This is an optimization exercise on Yosys and OpenROAD, whose aim is small area, a short achievable clock period and few clock cycles per item, not a production implementation. Function was checked by simulation only, so behaviour that the tests miss may differ from the original. No activity file was given, so power comes from the tool's default toggle rates.

==> willow: inputs <==
// dbg_mem_top
module dbg_mem_top (
  input  logic      clk,
  input  logic      rst_n_i,
  input  logic      uart_rx_i,
  output logic      uart_tx_o,
  input  logic                   axil_aw_valid_i,
  output logic                   axil_aw_ready_o,
  input  logic [AXIL_ADDR_W-1:0] axil_aw_addr_i,
  input  logic                   axil_w_valid_i,
  output logic                   axil_w_ready_o,
  input  logic [DATA_W-1:0]      axil_w_data_i,
  input  logic [STRB_W-1:0]      axil_w_strb_i,
  output logic                   axil_b_valid_o,
  input  logic                   axil_b_ready_i,
  output logic [1:0]             axil_b_resp_o,
  input  logic                   axil_ar_valid_i,
  output logic                   axil_ar_ready_o,
  input  logic [AXIL_ADDR_W-1:0] axil_ar_addr_i,
  output logic                   axil_r_valid_o,
  input  logic                   axil_r_ready_i,
  output logic [DATA_W-1:0]      axil_r_data_o,
  output logic [1:0]             axil_r_resp_o
);
Settings: LEC_CHECK=0, CAP_MARGIN=20, CORE_MARGIN=2, CORE_UTILIZATION=70, CTS_CLUSTER_DIAMETER=100, CTS_CLUSTER_SIZE=24, SLEW_MARGIN=20; clock period 10.0 ns.
standard.sh (not shown) runs the stock make flow with config.mk's settings and CLKGATE_MAP_FILE= SYNTH_SCRIPT=/design/flow/synth_recipe.tcl, a recipe that flattens the netlist after the stock synthesis.
==> flow/flow/run.sh <==
#!/bin/bash
# The standard layout (the standard.sh: unchanged synthesis and ORFS steps) with two
# changes to how it optimises, none to the constraints:
#  - every input and output port still gets its own buffer, but a buf_4 instead of the
#    delay-cell buffer buffer_ports picks by default.
# Make's output goes to layout.log here; each ORFS step keeps its own log under orfs/logs.
set -euo pipefail
extra='SETUP_SLACK_MARGIN=6.9 "BUFFER_PORTS_ARGS=-buffer_cell sky130_fd_sc_hd__buf_4"'
sed "s|\"\\\${@:-finish}\"|$extra \"\${@:-finish}\"|" standard.sh > tuned.sh
grep -q 'SETUP_SLACK_MARGIN=6.9' tuned.sh
bash tuned.sh > layout.log 2>&1
==> cedar (differences from willow) <==
--- a/flow/design.v
+++ b/flow/design.v
@@ -280,81 +280,84 @@
   output dbg_mem_pkg::axil_rsp_t  axil_rsp_o,
   input  logic                    dbg_req_i,
   input  logic                    dbg_we_i,
   input  logic [MEM_ADDR_W-1:0]   dbg_addr_i,
   input  logic [7:0]              dbg_wdata_i,
   output logic                    dbg_gnt_o,
   output logic                    dbg_rvalid_o,
-  output logic [7:0]              mem_wsel_hi_o,
-  output logic [7:0]              mem_wsel_lo_o,
+  output logic                    mem_we_o,
+  output logic [WORD_ADDR_W-1:0]  mem_waddr_o,
   output logic [DATA_W-1:0]       mem_wdata_o,
   output logic [STRB_W-1:0]       mem_wstrb_o,
   output logic [MEM_WORDS-1:0]    mem_rsel_o,
   input  logic [DATA_W-1:0]       mem_rdata_i
 );
   localparam int unsigned QD = 3;   
   logic ar_rdy_q, aw_rdy_q;
   logic ar_acc, aw_acc, dbg_hold;
   logic                   rd_v_q, rd_dbg_q, rd_err_q;
   logic [MEM_WORDS-1:0]   rd_sel_q;
-  logic                   wr_axi_q, wr_err_q;
-  logic [7:0]             wr_hi_q, wr_lo_q;
+  logic                   wr_we_q, wr_axi_q, wr_err_q;
+  logic [WORD_ADDR_W-1:0] wr_addr_q;
   logic [DATA_W-1:0]      wr_data_q;
   logic [STRB_W-1:0]      wr_strb_q;
   logic [QD-1:0]          rv_q, re_q, bv_q, be_q;
   logic [DATA_W-1:0]      rdat_q [QD];
   logic                   r_pop, b_pop;
   assign ar_acc    = axil_req_i.ar_valid && ar_rdy_q;
   assign aw_acc    = axil_req_i.aw_valid && axil_req_i.w_valid && aw_rdy_q;
   assign dbg_gnt_o = dbg_req_i && !ar_rdy_q && !aw_rdy_q;
   assign dbg_hold  = dbg_req_i && !dbg_gnt_o;
   assign r_pop     = rv_q[0] && axil_req_i.r_ready;
   assign b_pop     = bv_q[0] && axil_req_i.b_ready;
-  logic r_ge2, r_ge3, b_ge2, b_ge3, r_full_nxt, b_full_nxt;
-  assign r_ge2 = rv_q[1] || (rv_q[0] && rd_v_q);
-  assign r_ge3 = rv_q[2] || (rv_q[1] && rd_v_q);
-  assign b_ge2 = bv_q[1] || (bv_q[0] && wr_axi_q);
-  assign b_ge3 = bv_q[2] || (bv_q[1] && wr_axi_q);
-  assign r_full_nxt = (ar_acc && !r_pop) ? r_ge2 : (ar_acc == r_pop) && r_ge3;
-  assign b_full_nxt = (aw_acc && !b_pop) ? b_ge2 : (aw_acc == b_pop) && b_ge3;
+  logic [2:0] r_cnt, b_cnt, r_cnt_nxt, b_cnt_nxt;
+  always_comb begin
+    r_cnt = 3'(rd_v_q);
+    b_cnt = 3'(wr_axi_q);
+    for (int i = 0; i < QD; i++) begin
+      r_cnt = r_cnt + 3'(rv_q[i]);
+      b_cnt = b_cnt + 3'(bv_q[i]);
+    end
+    r_cnt_nxt = r_cnt + 3'(ar_acc) - 3'(r_pop);
+    b_cnt_nxt = b_cnt + 3'(aw_acc) - 3'(b_pop);
+  end
   always_ff @(posedge clk) begin
     if (!rst_n_i) begin
       ar_rdy_q <= 1'b0;
       aw_rdy_q <= 1'b0;
       rd_v_q   <= 1'b0;
       rd_dbg_q <= 1'b0;
-      wr_hi_q  <= '0;
+      wr_we_q  <= 1'b0;
       wr_axi_q <= 1'b0;
     end else begin
-      ar_rdy_q <= !r_full_nxt && !dbg_hold;
-      aw_rdy_q <= !b_full_nxt && !dbg_hold;
+      ar_rdy_q <= (r_cnt_nxt < 3'(QD)) && !dbg_hold;
+      aw_rdy_q <= (b_cnt_nxt < 3'(QD)) && !dbg_hold;
       rd_v_q   <= ar_acc;
       rd_dbg_q <= dbg_gnt_o && !dbg_we_i;
-      for (int h = 0; h < 8; h++)
-        wr_hi_q[h] <= ((aw_acc && !aw_err) || (dbg_gnt_o && dbg_we_i)) && wr_addr[5:3] == 3'(h);
+      wr_we_q  <= (aw_acc && !aw_err) || (dbg_gnt_o && dbg_we_i);
       wr_axi_q <= aw_acc;
     end
   end
   logic                   ar_err, aw_err;
-  logic [WORD_ADDR_W-1:0] rd_addr, wr_addr;
+  logic [WORD_ADDR_W-1:0] rd_addr;
   assign ar_err  = (axil_req_i.ar_addr >= AXIL_ADDR_W'(MEM_WORDS * 4));
   assign aw_err  = (axil_req_i.aw_addr >= AXIL_ADDR_W'(MEM_WORDS * 4));
   assign rd_addr = dbg_gnt_o ? dbg_addr_i[MEM_ADDR_W-1:2] : axil_req_i.ar_addr[MEM_ADDR_W-1:2];
-  assign wr_addr = dbg_gnt_o ? dbg_addr_i[MEM_ADDR_W-1:2] : axil_req_i.aw_addr[MEM_ADDR_W-1:2];
   always_ff @(posedge clk) begin
     rd_err_q  <= ar_err;
     for (int w = 0; w < MEM_WORDS; w++)
       rd_sel_q[w] <= (rd_addr == WORD_ADDR_W'(w)) && (dbg_gnt_o || !ar_err);
     wr_err_q  <= aw_err;
-    for (int l = 0; l < 8; l++) wr_lo_q[l] <= (wr_addr[2:0] == 3'(l));
+    wr_addr_q <= dbg_gnt_o ? dbg_addr_i[MEM_ADDR_W-1:2]
+                           : axil_req_i.aw_addr[MEM_ADDR_W-1:2];
     wr_data_q <= dbg_gnt_o ? {STRB_W{dbg_wdata_i}} : axil_req_i.w_data;
     wr_strb_q <= dbg_gnt_o ? (STRB_W'(1) << dbg_addr_i[1:0]) : axil_req_i.w_strb;
   end
-  assign mem_wsel_hi_o = wr_hi_q;
-  assign mem_wsel_lo_o = wr_lo_q;
+  assign mem_we_o     = wr_we_q;
+  assign mem_waddr_o  = wr_addr_q;
   assign mem_wdata_o  = wr_data_q;
   assign mem_wstrb_o  = wr_strb_q;
   assign mem_rsel_o   = rd_sel_q;
   assign dbg_rvalid_o = rd_dbg_q;
   logic [QD-1:0]     rv_sh, re_sh, bv_sh, be_sh;
   logic [DATA_W-1:0] rdat_sh [QD];
   logic [DATA_W-1:0] r_new;
@@ -414,26 +417,26 @@
     axil_rsp_o.r_resp   = re_q[0] ? RESP_SLVERR : RESP_OKAY;
   end
 endmodule
 `timescale 1ns/1ps
 import dbg_mem_pkg::*;
 module scratch_mem (
   input  logic                   clk,
-  input  logic [7:0]             wsel_hi_i,   
-  input  logic [7:0]             wsel_lo_i,   
+  input  logic                   we_i,
+  input  logic [WORD_ADDR_W-1:0] waddr_i,
   input  logic [DATA_W-1:0]      wdata_i,
   input  logic [STRB_W-1:0]      wstrb_i,
   input  logic [MEM_WORDS-1:0]   rsel_i,    
   output logic [DATA_W-1:0]      rdata_o
 );
   logic [DATA_W-1:0] mem_q [MEM_WORDS];
   always_ff @(posedge clk) begin
     for (int w = 0; w < MEM_WORDS; w++) begin
       for (int b = 0; b < STRB_W; b++) begin
-        if (wsel_hi_i[w / 8] && wsel_lo_i[w % 8] && wstrb_i[b])
+        if (we_i && waddr_i == WORD_ADDR_W'(w) && wstrb_i[b])
           mem_q[w][8*b +: 8] <= wdata_i[8*b +: 8];
       end
     end
   end
   always_comb begin
     rdata_o = '0;
     for (int w = 0; w < MEM_WORDS; w++) rdata_o = rdata_o | (mem_q[w] & {DATA_W{rsel_i[w]}});
@@ -484,15 +487,16 @@
   assign axil_r_data_o   = axil_rsp_o.r_data;
   assign axil_r_resp_o   = axil_rsp_o.r_resp;
   logic                   rx_valid, tx_send, tx_busy;
   logic [7:0]             rx_byte, tx_byte;
   logic                   dbg_valid, dbg_we, dbg_gnt, dbg_rvalid;
   logic [MEM_ADDR_W-1:0]  dbg_addr;
   logic [7:0]             dbg_wdata;
-  logic [7:0]             mem_wsel_hi, mem_wsel_lo;
+  logic                   mem_we;
+  logic [WORD_ADDR_W-1:0] mem_waddr;
   logic [MEM_WORDS-1:0]   mem_rsel;
   logic [DATA_W-1:0]      mem_wdata, mem_rdata;
   logic [STRB_W-1:0]      mem_wstrb;
   uart_byte_rx i_uart_rx (
     .clk          ( clk       ),
     .rst_n_i      ( rst_n_i   ),
     .rx_i         ( uart_rx_i ),
@@ -530,24 +534,24 @@
     .axil_rsp_o   ( axil_rsp_o ),
     .dbg_req_i    ( dbg_valid  ),
     .dbg_we_i     ( dbg_we     ),
     .dbg_addr_i   ( dbg_addr   ),
     .dbg_wdata_i  ( dbg_wdata  ),
     .dbg_gnt_o    ( dbg_gnt    ),
     .dbg_rvalid_o ( dbg_rvalid ),
-    .mem_wsel_hi_o ( mem_wsel_hi ),
-    .mem_wsel_lo_o ( mem_wsel_lo ),
+    .mem_we_o     ( mem_we     ),
+    .mem_waddr_o  ( mem_waddr  ),
     .mem_wdata_o  ( mem_wdata  ),
     .mem_wstrb_o  ( mem_wstrb  ),
     .mem_rsel_o   ( mem_rsel   ),
     .mem_rdata_i  ( mem_rdata  )
   );
   scratch_mem i_mem (
     .clk     ( clk       ),
-    .wsel_hi_i ( mem_wsel_hi ),
-    .wsel_lo_i ( mem_wsel_lo ),
+    .we_i    ( mem_we    ),
+    .waddr_i ( mem_waddr ),
     .wdata_i ( mem_wdata ),
     .wstrb_i ( mem_wstrb ),
     .rsel_i  ( mem_rsel  ),
     .rdata_o ( mem_rdata )
   );
 endmodule
==> flow/flow/run.sh (replaced) <==
#!/bin/bash
set -euo pipefail
sed 's/"\${@:-finish}"/SETUP_SLACK_MARGIN=7 "${@:-finish}"/' standard.sh > tuned.sh
bash tuned.sh > layout.log 2>&1
Settings changed: CORE_UTILIZATION 70 to 50.
==> comparison <==
cedar produced a clean layout. willow passed the timing, DRC and antenna checks.
Of willow and cedar, cedar has the higher design area (gap about 3.5%, measured against cedar).
Of willow and cedar, cedar has the higher routed wire length (gap about 10%, measured against cedar).
Clock power: willow is smaller than cedar (about 2%).
Against cedar, the die area of willow is lower by 28%.
Between cedar and willow, the lower worst hold slack is in willow (gap 0.0042 ns).
Testbench counts of willow, summed over its fixed seeds: cycles 6,416, items 6,400.
Testbench counts of cedar, summed over its fixed seeds: cycles 6,416, items 6,400.

==> inputs of run E <==
dbg_mem_top, a different RTL version from the one above (not shown whole).
Settings: LEC_CHECK=0, CAP_MARGIN=20, CORE_MARGIN=2, CORE_UTILIZATION=70, CTS_CLUSTER_DIAMETER=100, CTS_CLUSTER_SIZE=24, SLEW_MARGIN=20; clock period 10.0 ns.
==> flow/flow/run.sh <==
#!/bin/bash
# The standard layout (the standard.sh: unchanged synthesis and ORFS steps) with two
# changes to how it optimises, none to the constraints:
#  - every input and output port still gets its own buffer, but a buf_4 instead of the
#    delay-cell buffer buffer_ports picks by default.
# Make's output goes to layout.log here; each ORFS step keeps its own log under orfs/logs.
set -euo pipefail
extra='SETUP_SLACK_MARGIN=6.8 "BUFFER_PORTS_ARGS=-buffer_cell sky130_fd_sc_hd__buf_4"'
sed "s|\"\\\${@:-finish}\"|$extra \"\${@:-finish}\"|" standard.sh > tuned.sh
grep -q 'SETUP_SLACK_MARGIN=6.8' tuned.sh
bash tuned.sh > layout.log 2>&1
==> run K: changes against run E <==
--- a/flow/design.v
+++ b/flow/design.v
@@ -139,20 +139,15 @@
         if (bit_q == 4'd9) busy_q <= 1'b0;
       end
     end
   end
   always_ff @(posedge clk) begin
-    if (!rst_n_i) frame_q[0] <= 1'b1;
-    else if (send_i && !busy_q) frame_q[0] <= 1'b0;
-    else if (busy_q && bit_end) frame_q[0] <= frame_q[1];
-  end
-  always_ff @(posedge clk) begin
-    if (send_i && !busy_q) frame_q[9:1] <= {1'b1, byte_i};
-    else if (busy_q && bit_end) frame_q[9:1] <= {1'b1, frame_q[9:2]};
+    if (send_i && !busy_q) frame_q <= {1'b1, byte_i, 1'b0};
+    else if (busy_q && bit_end) frame_q <= {1'b1, frame_q[9:1]};
   end
   assign busy_o = busy_q;
-  assign tx_o   = frame_q[0];
+  assign tx_o   = busy_q ? frame_q[0] : 1'b1;
 endmodule
 `timescale 1ns/1ps
 import dbg_mem_pkg::*;
 module uart_dbg_engine (
   input  logic              clk,
@@ -173,15 +168,17 @@
   typedef enum logic [3:0] {
     S_IDLE, S_HDR, S_ACK, S_DATA, S_DATA_RX, S_DATA_REQ, S_DATA_RD, S_DATA_TX, S_EOT
   } eng_state_e;
   eng_state_e            state_q;
   logic [HDR_CNT_W-1:0]  hdr_cnt_q;
+  logic [HDR_W-1:0]      hdr_q, hdr_next;
   logic [MEM_ADDR_W-1:0] addr_q;
   logic [LEN_W-1:0]      len_q;
   logic                  is_write_q;
   logic                  ack_only_q;
   logic [7:0]            data_q;
+  assign hdr_next = {rx_byte_i, hdr_q[HDR_W-1:8]};
   always_ff @(posedge clk) begin
     if (!rst_n_i) begin
       state_q    <= S_IDLE;
       hdr_cnt_q  <= '0;
       addr_q     <= '0;
@@ -204,19 +201,15 @@
           end
         end
         S_HDR: begin
           if (rx_valid_i) begin
             hdr_cnt_q <= hdr_cnt_q + 1'b1;
-            case (hdr_cnt_q)
-              2'd0:    addr_q        <= rx_byte_i;
-              2'd1:    ;
-              2'd2:    len_q[7:0]    <= rx_byte_i;
-              default: begin
-                len_q[15:8] <= rx_byte_i;
-                state_q     <= S_ACK;
-              end
-            endcase
+            if (hdr_cnt_q == HDR_CNT_W'(2 * FIELD_BYTES - 1)) begin
+              addr_q  <= hdr_next[MEM_ADDR_W-1:0];
+              len_q   <= hdr_next[HDR_W-1:LEN_W];
+              state_q <= S_ACK;
+            end
           end
         end
         S_ACK: begin
           if (!tx_busy_i) state_q <= ack_only_q ? S_IDLE : S_DATA;
         end
@@ -253,10 +246,13 @@
         end
       endcase
     end
   end
   always_ff @(posedge clk) begin
+    if (state_q == S_HDR && rx_valid_i) hdr_q <= hdr_next;
+  end
+  always_ff @(posedge clk) begin
     if (state_q == S_DATA_RX && rx_valid_i) data_q <= rx_byte_i;
     else if (state_q == S_DATA_RD && mem_rvalid_i) data_q <= mem_rdata_i[8*addr_q[1:0] +: 8];
   end
   always_comb begin
     tx_send_o = !tx_busy_i && (state_q == S_ACK || state_q == S_DATA_TX || state_q == S_EOT);
@@ -286,19 +282,19 @@
   output logic                    dbg_rvalid_o,
   output logic                    mem_we_o,
   output logic [WORD_ADDR_W-1:0]  mem_waddr_o,
   output logic [DATA_W-1:0]       mem_wdata_o,
   output logic [STRB_W-1:0]       mem_wstrb_o,
-  output logic [MEM_WORDS-1:0]    mem_rsel_o,
+  output logic [WORD_ADDR_W-1:0]  mem_raddr_o,
   input  logic [DATA_W-1:0]       mem_rdata_i
 );
   localparam int unsigned QD = 3;   
   logic ar_rdy_q, aw_rdy_q;
   logic ar_acc, aw_acc, dbg_hold;
   logic                   rd_v_q, rd_dbg_q, rd_err_q;
-  logic [MEM_WORDS-1:0]   rd_sel_q;
-  logic                   wr_we_q, wr_axi_q, wr_err_q;
+  logic [WORD_ADDR_W-1:0] rd_addr_q;
+  logic                   wr_v_q, wr_axi_q, wr_err_q;
   logic [WORD_ADDR_W-1:0] wr_addr_q;
   logic [DATA_W-1:0]      wr_data_q;
   logic [STRB_W-1:0]      wr_strb_q;
   logic [QD-1:0]          rv_q, re_q, bv_q, be_q;
   logic [DATA_W-1:0]      rdat_q [QD];
@@ -307,59 +303,58 @@
   assign aw_acc    = axil_req_i.aw_valid && axil_req_i.w_valid && aw_rdy_q;
   assign dbg_gnt_o = dbg_req_i && !ar_rdy_q && !aw_rdy_q;
   assign dbg_hold  = dbg_req_i && !dbg_gnt_o;
   assign r_pop     = rv_q[0] && axil_req_i.r_ready;
   assign b_pop     = bv_q[0] && axil_req_i.b_ready;
-  logic r_ge2, r_ge3, b_ge2, b_ge3, r_full_nxt, b_full_nxt;
-  assign r_ge2 = rv_q[1] || (rv_q[0] && rd_v_q);
-  assign r_ge3 = rv_q[2] || (rv_q[1] && rd_v_q);
-  assign b_ge2 = bv_q[1] || (bv_q[0] && wr_axi_q);
-  assign b_ge3 = bv_q[2] || (bv_q[1] && wr_axi_q);
-  assign r_full_nxt = (ar_acc && !r_pop) ? r_ge2 : (ar_acc == r_pop) && r_ge3;
-  assign b_full_nxt = (aw_acc && !b_pop) ? b_ge2 : (aw_acc == b_pop) && b_ge3;
+  logic [2:0] r_cnt, b_cnt, r_cnt_nxt, b_cnt_nxt;
+  always_comb begin
+    r_cnt = 3'(rd_v_q);
+    b_cnt = 3'(wr_v_q && wr_axi_q);
+    for (int i = 0; i < QD; i++) begin
+      r_cnt = r_cnt + 3'(rv_q[i]);
+      b_cnt = b_cnt + 3'(bv_q[i]);
+    end
+    r_cnt_nxt = r_cnt + 3'(ar_acc) - 3'(r_pop);
+    b_cnt_nxt = b_cnt + 3'(aw_acc) - 3'(b_pop);
+  end
   always_ff @(posedge clk) begin
     if (!rst_n_i) begin
       ar_rdy_q <= 1'b0;
       aw_rdy_q <= 1'b0;
       rd_v_q   <= 1'b0;
       rd_dbg_q <= 1'b0;
-      wr_we_q  <= 1'b0;
+      wr_v_q   <= 1'b0;
       wr_axi_q <= 1'b0;
     end else begin
-      ar_rdy_q <= !r_full_nxt && !dbg_hold;
-      aw_rdy_q <= !b_full_nxt && !dbg_hold;
+      ar_rdy_q <= (r_cnt_nxt < 3'(QD)) && !dbg_hold;
+      aw_rdy_q <= (b_cnt_nxt < 3'(QD)) && !dbg_hold;
       rd_v_q   <= ar_acc;
       rd_dbg_q <= dbg_gnt_o && !dbg_we_i;
-      wr_we_q  <= (aw_acc && !aw_err) || (dbg_gnt_o && dbg_we_i);
+      wr_v_q   <= aw_acc || (dbg_gnt_o && dbg_we_i);
       wr_axi_q <= aw_acc;
     end
   end
-  logic                   ar_err, aw_err;
-  logic [WORD_ADDR_W-1:0] rd_addr;
-  assign ar_err  = (axil_req_i.ar_addr >= AXIL_ADDR_W'(MEM_WORDS * 4));
-  assign aw_err  = (axil_req_i.aw_addr >= AXIL_ADDR_W'(MEM_WORDS * 4));
-  assign rd_addr = dbg_gnt_o ? dbg_addr_i[MEM_ADDR_W-1:2] : axil_req_i.ar_addr[MEM_ADDR_W-1:2];
   always_ff @(posedge clk) begin
-    rd_err_q  <= ar_err;
-    for (int w = 0; w < MEM_WORDS; w++)
-      rd_sel_q[w] <= (rd_addr == WORD_ADDR_W'(w)) && (dbg_gnt_o || !ar_err);
-    wr_err_q  <= aw_err;
+    rd_err_q  <= (axil_req_i.ar_addr >= AXIL_ADDR_W'(MEM_WORDS * 4));
+    rd_addr_q <= dbg_gnt_o ? dbg_addr_i[MEM_ADDR_W-1:2]
+                           : axil_req_i.ar_addr[MEM_ADDR_W-1:2];
+    wr_err_q  <= !dbg_gnt_o && (axil_req_i.aw_addr >= AXIL_ADDR_W'(MEM_WORDS * 4));
     wr_addr_q <= dbg_gnt_o ? dbg_addr_i[MEM_ADDR_W-1:2]
                            : axil_req_i.aw_addr[MEM_ADDR_W-1:2];
     wr_data_q <= dbg_gnt_o ? {STRB_W{dbg_wdata_i}} : axil_req_i.w_data;
     wr_strb_q <= dbg_gnt_o ? (STRB_W'(1) << dbg_addr_i[1:0]) : axil_req_i.w_strb;
   end
-  assign mem_we_o     = wr_we_q;
+  assign mem_we_o     = wr_v_q && !wr_err_q;
   assign mem_waddr_o  = wr_addr_q;
   assign mem_wdata_o  = wr_data_q;
   assign mem_wstrb_o  = wr_strb_q;
-  assign mem_rsel_o   = rd_sel_q;
+  assign mem_raddr_o  = rd_addr_q;
   assign dbg_rvalid_o = rd_dbg_q;
   logic [QD-1:0]     rv_sh, re_sh, bv_sh, be_sh;
   logic [DATA_W-1:0] rdat_sh [QD];
   logic [DATA_W-1:0] r_new;
-  assign r_new = mem_rdata_i;
+  assign r_new = rd_err_q ? '0 : mem_rdata_i;
   always_comb begin
     for (int i = 0; i < QD; i++) begin
       if (i < QD - 1) begin
         rv_sh[i]   = r_pop ? rv_q[i+1]   : rv_q[i];
         re_sh[i]   = r_pop ? re_q[i+1]   : re_q[i];
@@ -375,11 +370,11 @@
       end
     end
   end
   logic r_push, b_push;
   assign r_push = rd_v_q;
-  assign b_push = wr_axi_q;
+  assign b_push = wr_v_q && wr_axi_q;
   always_ff @(posedge clk) begin
     for (int i = 0; i < QD; i++) begin
       if (r_push && !rv_sh[i] && (i == 0 || rv_sh[i > 0 ? i-1 : 0])) begin
         rdat_q[i] <= r_new;
         re_q[i]   <= rd_err_q;
@@ -419,26 +414,22 @@
   input  logic                   clk,
   input  logic                   we_i,
   input  logic [WORD_ADDR_W-1:0] waddr_i,
   input  logic [DATA_W-1:0]      wdata_i,
   input  logic [STRB_W-1:0]      wstrb_i,
-  input  logic [MEM_WORDS-1:0]   rsel_i,    
+  input  logic [WORD_ADDR_W-1:0] raddr_i,
   output logic [DATA_W-1:0]      rdata_o
 );
   logic [DATA_W-1:0] mem_q [MEM_WORDS];
   always_ff @(posedge clk) begin
-    for (int w = 0; w < MEM_WORDS; w++) begin
+    if (we_i) begin
       for (int b = 0; b < STRB_W; b++) begin
-        if (we_i && waddr_i == WORD_ADDR_W'(w) && wstrb_i[b])
-          mem_q[w][8*b +: 8] <= wdata_i[8*b +: 8];
+        if (wstrb_i[b]) mem_q[waddr_i][8*b +: 8] <= wdata_i[8*b +: 8];
       end
     end
   end
-  always_comb begin
-    rdata_o = '0;
-    for (int w = 0; w < MEM_WORDS; w++) rdata_o = rdata_o | (mem_q[w] & {DATA_W{rsel_i[w]}});
-  end
+  assign rdata_o = mem_q[raddr_i];
 endmodule
 `timescale 1ns/1ps
 import dbg_mem_pkg::*;
 module dbg_mem_top (
   input  logic      clk,
@@ -486,12 +477,11 @@
   logic [7:0]             rx_byte, tx_byte;
   logic                   dbg_valid, dbg_we, dbg_gnt, dbg_rvalid;
   logic [MEM_ADDR_W-1:0]  dbg_addr;
   logic [7:0]             dbg_wdata;
   logic                   mem_we;
-  logic [WORD_ADDR_W-1:0] mem_waddr;
-  logic [MEM_WORDS-1:0]   mem_rsel;
+  logic [WORD_ADDR_W-1:0] mem_waddr, mem_raddr;
   logic [DATA_W-1:0]      mem_wdata, mem_rdata;
   logic [STRB_W-1:0]      mem_wstrb;
   uart_byte_rx i_uart_rx (
     .clk          ( clk       ),
     .rst_n_i      ( rst_n_i   ),
@@ -536,18 +526,18 @@
     .dbg_rvalid_o ( dbg_rvalid ),
     .mem_we_o     ( mem_we     ),
     .mem_waddr_o  ( mem_waddr  ),
     .mem_wdata_o  ( mem_wdata  ),
     .mem_wstrb_o  ( mem_wstrb  ),
-    .mem_rsel_o   ( mem_rsel   ),
+    .mem_raddr_o  ( mem_raddr  ),
     .mem_rdata_i  ( mem_rdata  )
   );
   scratch_mem i_mem (
     .clk     ( clk       ),
     .we_i    ( mem_we    ),
     .waddr_i ( mem_waddr ),
     .wdata_i ( mem_wdata ),
     .wstrb_i ( mem_wstrb ),
-    .rsel_i  ( mem_rsel  ),
+    .raddr_i ( mem_raddr ),
     .rdata_o ( mem_rdata )
   );
 endmodule
==> flow/run.sh (new file) <==
#!/bin/bash
# synth_recipe.tcl (not shown) runs the flow's synth.tcl, then flattens the netlist and writes it again
# the make line also repeats each setting of config.mk as NAME=value (left out here)
make -C /OpenROAD-flow-scripts/flow DESIGN_CONFIG=/design/flow/config.mk WORK_HOME=/design/flow/orfs CLKGATE_MAP_FILE= SYNTH_SCRIPT=/design/flow/synth_recipe.tcl finish
==> flow/config.mk (replaced) <==
export PLATFORM = sky130hd
export DESIGN_NAME = dbg_mem_top
export DESIGN_NICKNAME = dbg_mem_top
export VERILOG_FILES = /design/flow/design.v
export SDC_FILE = /design/flow/constraint.sdc
export NUM_CORES = 4
export LEC_CHECK = 0
export CAP_MARGIN = 20
export CORE_MARGIN = 2
export CORE_UTILIZATION = 40
export SLEW_MARGIN = 20
removed: flow/flow/run.sh
removed: flow/standard.sh
==> results.yml <==
status:
  status: "timing/DRC/antenna clean"
worst_setup_path:
  slowest_stage: "nor2_1"
layout:
  regArea_sq_um: 69000
  clock_area_share_pct: 3.27
  multi_input_area_sq_um: 16800
  nFlopsAndLatches: 2348
routing:
  vias_per_cell: 8.21
floorplanning:
  fp.dieW_um: 356
global_route:
  grt_pass1_vias: 49900
  gr-usage-met2_pct: 69.6
placed_design:
  place.gp.congestion: 1.04
  place_inst: 6470
synthesis:
  post_synth_xor_area_fraction_pct: 0.0908
power:
  vdd_drop_max_mv: 0.157
  seq_power_share_pct: 67.7
hold_path:
  hp-start: "i_uart_rx.rx_meta_q$_SDFF_PN1_"
# the run above: run E

==> results.yml <==
layout:
  clock_area_share_pct: 7.31
  nFlopsAndLatches: 2314
  regArea_sq_um: 68400
hold_path:
  hp-start: "i_dbg_engine.hdr_q[23]$_DFFE_PP_"
global_route:
  grt_pass1_vias: 46900
  gr-usage-met2_pct: 34.5
synthesis:
  post_synth_xor_area_fraction_pct: 0.105
placed_design:
  place.gp.congestion: 0.854
  place_inst: 7823
routing:
  vias_per_cell: 5.84
power:
  vdd_drop_max_mv: 0.151
  seq_power_share_pct: 52.6
status:
  status: "timing/DRC/antenna clean"
floorplanning:
  fp.dieW_um: 482
# the run above: run K

Testbench counts of run E, summed over its fixed seeds: cycles 6,416, items 6,400.
Testbench counts of run K, summed over its fixed seeds: cycles 6,416, items 6,400.

[afterwards: timing with drivers on the ports]
Ports are ideal in the flow. The routed layouts listed here were re-timed in OpenROAD.
Step 1 (the two cells are an assumption about what drives the block):
set clk [get_ports {clk}]
set_driving_cell -lib_cell sky130_fd_sc_hd__clkbuf_16 $clk
set_driving_cell -lib_cell sky130_fd_sc_hd__buf_2 [delete_from_list [all_inputs] $clk]
Step 2 adds t to the input delays and takes it off the output delays; t is the mean of the earliest and latest rising clock arrival at the registers after step 1. Input paths then give back, and output paths get back, about the clock's delay inside the block.
a / b / c = no drivers / after step 1 / after step 2; a / b = the first two.
run | t (ns) | slack for setup (ns) | worst hold slack (ns) | worst setup path after step 2
willow | 0.860 | 6.675 / 6.596 / 6.189 | 0.419 / 0.419 / 0.419 | input to register
cedar | 0.855 | 6.704 / 6.619 / 6.090 | 0.423 / 0.423 / 0.423 | input to register
run E | 0.851 | 6.511 / 6.511 / 6.125 | 0.425 / 0.425 / 0.425 | input to register
run K | 0.963 | 4.910 / 4.910 / 4.910 | 0.422 / 0.422 / 0.422 | register to register
After both steps setup and hold are still met in every run listed. For cedar, which loses most, drivers alone change the setup slack by -0.085 ns; drivers and shift together by -0.614 ns.
